Background: an optimization exercise with open tools, aiming at small area, a short achievable clock period and few clock cycles per item. Do not read the settings as production practice. Function was checked by simulation only, so behaviour that the tests miss may differ from the original. Power figures rest on the tool's default switching activity, not on a simulated workload.

main:
==> flow/design.v (excerpt) <==
module lz77_token_encoder_unit #(
  parameter int SEARCH_SIZE    = lz77_pkg::SEARCH_SIZE_DEF,
  parameter int LOOKAHEAD_SIZE = lz77_pkg::LOOKAHEAD_SIZE_DEF
) (
  input  logic        clk,
  input  logic        rst_n,
  input  logic        in_tvalid,
  output logic        in_tready,
  input  logic [7:0]  in_tdata,    
  input  logic        in_tlast,    
  output logic        out_tvalid,
  input  logic        out_tready,
  output logic [23:0] out_tdata,   
  output logic        out_tlast,   
  input  logic        cfg_valid,
  output logic        cfg_ready,
  input  logic [1:0]  cfg_index,
  input  logic [8:0]  cfg_data
);
==> module lz77_engine, before the edit <==
module lz77_engine (
  input  logic        clk,
  input  logic        rst_n,
  input  logic [8:0]  window,      
  input  logic [3:0]  cap,         
  input  logic        cfg_write,
  input  logic [7:0]  q_byte,
  input  logic        q_last,
  input  logic        q_nonempty,
  input  logic        q_owed,
  input  logic        q_has_last,
  input  logic        q_pushed,
  output logic        q_pop,
  output logic        tok_valid,
  input  logic        tok_ready,
  output logic [21:0] tok_data,
  output logic        tok_last
);
  localparam int N = 256;
  logic [7:0]   sr_r [N];         
  logic [8:0]   fill_r, fill_nxt;
  logic [8:0]   lim_r;            
  logic         armed_r;
  logic         fire;
  logic [N-1:0] eq, vmask;
  logic         s2_v;
  logic [7:0]   s2_byte;
  logic         s2_last;
  logic [N-1:0] eqv_r;            
  logic [N-1:0] m_r;
  logic         start_r;
  logic [3:0]   j_r;
  logic         pend_r;
  logic [3:0]   pend_len_r;
  logic [N-1:0] nvec;
  logic         any;
  logic         capped;
  logic [8:0]   pe_off;
  logic         push;
  logic [22:0]  push_d;
  logic [2:0]   qv;
  logic [22:0]  qd [3];
  always_comb begin
    logic [15:0] gt_hi, eq_hi, gt_lo;
    for (int a = 0; a < 16; a++) begin
      gt_hi[a] = (lim_r[7:4] > 4'(a));
      eq_hi[a] = (lim_r[7:4] == 4'(a));
      gt_lo[a] = (lim_r[3:0] > 4'(a));
    end
    for (int a = 0; a < 16; a++)
      for (int b = 0; b < 16; b++)
        vmask[16*a+b] = lim_r[8] | gt_hi[a] | (eq_hi[a] & gt_lo[b]);
  end
  always_comb begin
    for (int d = 0; d < N; d++) eq[d] = (sr_r[d] == q_byte);
  end
  logic can_start, known_mid;
  assign known_mid = !s2_v && !start_r;
  assign can_start = armed_r && !qv[1] && (q_has_last || q_owed);
  assign fire  = q_nonempty && !(s2_v && s2_last) && (known_mid || can_start);
  assign q_pop = fire;
  logic [8:0] fill_inc, lim_inc, lim_now;
  assign fill_inc = (fill_r == 9'd256) ? fill_r : fill_r + 9'd1;
  assign lim_inc  = (lim_r < window) ? lim_r + 9'd1 : lim_r;
  assign lim_now  = (fill_r < window) ? fill_r : window;
  assign fill_nxt = !fire ? fill_r : (q_last ? 9'd0 : fill_inc);
  always_ff @(posedge clk) begin
    if (!rst_n) begin
      fill_r  <= '0;
      lim_r   <= '0;
      armed_r <= 1'b0;
      s2_v    <= 1'b0;
    end else begin
      if (q_pushed) armed_r <= 1'b1;
      else if (cfg_write) armed_r <= 1'b0;
      fill_r <= fill_nxt;
      lim_r  <= !fire ? lim_now : (q_last ? 9'd0 : lim_inc);
      s2_v   <= fire;
    end
  end
  always_ff @(posedge clk) begin
    eqv_r <= fire ? (eq & vmask) : '1;
    if (fire) begin
      s2_byte <= q_byte;
      s2_last <= q_last;
      sr_r[0] <= q_byte;
      for (int d = 1; d < N; d++) sr_r[d] <= sr_r[d-1];
    end
  end
  assign nvec   = eqv_r & (m_r | {N{start_r}});
  assign any    = (|(eqv_r & m_r)) || (start_r && (|eqv_r));
  assign capped = (j_r == cap);
  logic [16:0] ga_r;
  logic [3:0]  lg_r [17];
  always_ff @(posedge clk) begin
    logic [271:0] xn;
    xn = {15'd0, nvec, 1'b0};
    for (int g = 0; g < 17; g++) begin
      ga_r[g] <= |xn[16*g +: 16];
      lg_r[g] <= 4'd0;
      for (int b = 15; b >= 0; b--) if (xn[16*g+b]) lg_r[g] <= 4'(b);
    end
  end
  always_comb begin
    logic [16:0]  first;
    logic         below;
    logic [4:0]   gsel;
    logic [3:0]   lsel;
    below = 1'b0;
    for (int g = 0; g < 17; g++) begin
      first[g] = ga_r[g] && !below;
      below = below || ga_r[g];
    end
    gsel = '0;
    lsel = '0;
    for (int g = 0; g < 17; g++) begin
      gsel = gsel | ({5{first[g]}} & 5'(g));
      lsel = lsel | ({4{first[g]}} & lg_r[g]);
    end
    pe_off = {gsel, lsel};
  end
  assign push   = pend_r || (s2_v && (capped || !any));
  assign push_d = pend_r ? {pe_off, pend_len_r, 8'd0, 1'b0, 1'b1}
                         : {(start_r ? 9'd0 : pe_off), j_r, s2_byte, 1'b1, s2_last};
  logic end_fix, j_go;
  logic [3:0] j_inc;
  assign j_inc   = j_r + 4'd1;
  assign end_fix = capped || s2_last;
  assign j_go    = s2_v && !end_fix;
  always_ff @(posedge clk) begin
    if (!rst_n) begin
      start_r <= 1'b1;
      j_r     <= '0;
      pend_r  <= 1'b0;
    end else begin
      start_r <= (s2_v && end_fix) || (!s2_v && start_r) || (s2_v && !any);
      j_r     <= ({4{j_go && any}} & j_inc) | ({4{!s2_v}} & j_r);
      pend_r  <= s2_v && !capped && s2_last && any;
    end
  end
  always_ff @(posedge clk) begin
    m_r        <= nvec;
    pend_len_r <= j_r + 4'd1;
  end
  logic       pop_out;
  logic [2:0] qa;
  logic       push_early;
  assign push_early = pend_r || (s2_v && capped);
  assign pop_out = qv[0] && tok_ready;
  assign qa = pop_out ? {1'b0, qv[2:1]} : qv;
  always_ff @(posedge clk) begin
    if (!rst_n) begin
      qv <= '0;
    end else begin
      qv <= (push_early || (s2_v && !any)) ? {qa[1:0], 1'b1} : qa;
    end
  end
  logic        hold0;
  logic [22:0] new0;
  assign hold0 = qv[0] && !tok_ready;
  assign new0  = qv[1] ? qd[1] : push_d;
  logic [22:0] out_r;
  always_ff @(posedge clk) begin
    out_r <= hold0 ? qd[0] : new0;
    qd[0] <= ({23{hold0}} & qd[0]) | ({23{!hold0}} & new0);
    if (pop_out) begin
      qd[1] <= qv[2] ? qd[2] : push_d;
      qd[2] <= push_d;
    end else begin
      if (!qv[1]) qd[1] <= push_d;
      if (!qv[2]) qd[2] <= push_d;
    end
  end
  assign tok_valid = qv[0];
  assign tok_data  = out_r[22:1];
  assign tok_last  = out_r[0];
endmodule
export LEC_CHECK = 0
export CAP_MARGIN = 20
export CORE_MARGIN = 2
export CORE_UTILIZATION = 40
export CTS_CLUSTER_DIAMETER = 70
export CTS_CLUSTER_SIZE = 30
export SETUP_SLACK_MARGIN = 3.3
export SLEW_MARGIN = 20
create_clock -name core_clock -period 6.0 [get_ports {clk}]
standard.sh (not shown) runs the stock make flow with config.mk's settings and CLKGATE_MAP_FILE= SYNTH_SCRIPT=/design/flow/synth_recipe.tcl, a recipe that flattens the netlist after the stock synthesis.
==> flow/flow/run.sh <==
#!/bin/bash
# The standard layout, except that the port buffers are buf_4 cells
# rather than the delay buffers buffer_ports picks on its own. Every port
# still gets its buffer. The make output goes to standard_flow.log here;
# ORFS keeps each step's log under orfs/logs.
set -euo pipefail
export BUFFER_PORTS_ARGS="-buffer_cell sky130_fd_sc_hd__buf_4"
bash standard.sh > standard_flow.log 2>&1
Testbench counts of main, summed over its fixed seeds: cycles 7,342, bytes 7,200.
Changes in the feature branch relative to main:
diff --git a/flow/design.v b/flow/design.v
--- a/flow/design.v
+++ b/flow/design.v
@@ -210,93 +210,89 @@
   end
   assign nvec   = eqv_r & (m_r | {N{start_r}});
   assign any    = (|(eqv_r & m_r)) || (start_r && (|eqv_r));
   assign capped = (j_r == cap);
   logic [16:0] ga_r;
-  logic [3:0]  lg_r [17];
   always_ff @(posedge clk) begin
     logic [271:0] xn;
     xn = {15'd0, nvec, 1'b0};
-    for (int g = 0; g < 17; g++) begin
-      ga_r[g] <= |xn[16*g +: 16];
-      lg_r[g] <= 4'd0;
-      for (int b = 15; b >= 0; b--) if (xn[16*g+b]) lg_r[g] <= 4'(b);
-    end
+    for (int g = 0; g < 17; g++) ga_r[g] <= |xn[16*g +: 16];
   end
   always_comb begin
+    logic [271:0] x;
+    logic [3:0]   lg [17];
     logic [16:0]  first;
     logic         below;
     logic [4:0]   gsel;
     logic [3:0]   lsel;
+    x = {15'd0, m_r, 1'b0};
+    for (int g = 0; g < 17; g++) begin
+      lg[g] = 4'd0;
+      for (int b = 15; b >= 0; b--) if (x[16*g+b]) lg[g] = 4'(b);
+    end
     below = 1'b0;
     for (int g = 0; g < 17; g++) begin
       first[g] = ga_r[g] && !below;
       below = below || ga_r[g];
     end
     gsel = '0;
     lsel = '0;
     for (int g = 0; g < 17; g++) begin
       gsel = gsel | ({5{first[g]}} & 5'(g));
-      lsel = lsel | ({4{first[g]}} & lg_r[g]);
+      lsel = lsel | ({4{first[g]}} & lg[g]);
     end
     pe_off = {gsel, lsel};
   end
   assign push   = pend_r || (s2_v && (capped || !any));
   assign push_d = pend_r ? {pe_off, pend_len_r, 8'd0, 1'b0, 1'b1}
                          : {(start_r ? 9'd0 : pe_off), j_r, s2_byte, 1'b1, s2_last};
   logic end_fix, j_go;
-  logic [3:0] j_inc;
-  assign j_inc   = j_r + 4'd1;
   assign end_fix = capped || s2_last;
   assign j_go    = s2_v && !end_fix;
   always_ff @(posedge clk) begin
     if (!rst_n) begin
       start_r <= 1'b1;
       j_r     <= '0;
       pend_r  <= 1'b0;
     end else begin
       start_r <= (s2_v && end_fix) || (!s2_v && start_r) || (s2_v && !any);
-      j_r     <= ({4{j_go && any}} & j_inc) | ({4{!s2_v}} & j_r);
+      j_r     <= j_go ? (any ? j_r + 4'd1 : 4'd0) : (s2_v ? 4'd0 : j_r);
       pend_r  <= s2_v && !capped && s2_last && any;
     end
   end
   always_ff @(posedge clk) begin
     m_r        <= nvec;
     pend_len_r <= j_r + 4'd1;
   end
   logic       pop_out;
   logic [2:0] qa;
-  logic       push_early;
-  assign push_early = pend_r || (s2_v && capped);
   assign pop_out = qv[0] && tok_ready;
   assign qa = pop_out ? {1'b0, qv[2:1]} : qv;
   always_ff @(posedge clk) begin
     if (!rst_n) begin
       qv <= '0;
     end else begin
-      qv <= (push_early || (s2_v && !any)) ? {qa[1:0], 1'b1} : qa;
+      qv <= push ? {qa[1:0], 1'b1} : qa;
     end
   end
   logic        hold0;
   logic [22:0] new0;
   assign hold0 = qv[0] && !tok_ready;
   assign new0  = qv[1] ? qd[1] : push_d;
-  logic [22:0] out_r;
   always_ff @(posedge clk) begin
-    out_r <= hold0 ? qd[0] : new0;
     qd[0] <= ({23{hold0}} & qd[0]) | ({23{!hold0}} & new0);
     if (pop_out) begin
       qd[1] <= qv[2] ? qd[2] : push_d;
       qd[2] <= push_d;
     end else begin
       if (!qv[1]) qd[1] <= push_d;
       if (!qv[2]) qd[2] <= push_d;
     end
   end
   assign tok_valid = qv[0];
-  assign tok_data  = out_r[22:1];
-  assign tok_last  = out_r[0];
+  assign tok_data  = qd[0][22:1];
+  assign tok_last  = qd[0][0];
 endmodule
 `timescale 1ns / 1ps
 module lz77_token_encoder_unit #(
   parameter int SEARCH_SIZE    = lz77_pkg::SEARCH_SIZE_DEF,
   parameter int LOOKAHEAD_SIZE = lz77_pkg::LOOKAHEAD_SIZE_DEF
==> comparison <==
Compared with main, in the feature branch mux cell area share after synthesis ~0 delta, highest attainable clock frequency +17 MHz.
Note that the post-synthesis cell type count recorded for the feature branch amounts to 1.16 times the value seen in main.
When the feature branch is set beside main, its global-route usage turns out to be 0.58 points larger.
main leaves less setup margin than the feature branch.
Looking at final critical path time including I/O delays and setup, the feature branch sits below main.
Relative to main, the non-clock buffer count measured on the feature branch has increased by a few percent.
Proportion of power drawn by combinational gates in the feature branch is 1.1 points higher than in main
Testbench counts of the feature branch, summed over its fixed seeds: cycles 7,342, bytes 7,200.

## re-timing with driven ports
No port has a modelled driver above. Below, the same layouts with a new extraction and two added sets of constraints.
Step 1: set_driving_cell puts a clkbuf_16 on clk and a buf_2 on each other input, an assumption about the parent block.
Step 2 adds t to the input delays and takes it off the output delays; t is the mean of the earliest and latest rising clock arrival at the registers after step 1. Input paths then give back, and output paths get back, about the clock's delay inside the block.
a / b / c = no drivers / after step 1 / after step 2; a / b = the first two.
| run | shift t [ns] | setup slack, ns | worst setup path at the end | latest minus earliest clock arrival (ns) |
|---|---|---|---|---|
| main | 0.958 | 2.997 / 2.997 / 2.455 | input to register | 0.060 / 0.060 |
| the feature branch | 0.970 | 3.141 / 3.118 / 2.648 | input to register | 0.086 / 0.086 |
After both steps every run listed still meets setup and hold. The setup slack of main, which loses most, moves by 0.000 ns with the drivers and by -0.542 ns with both steps.
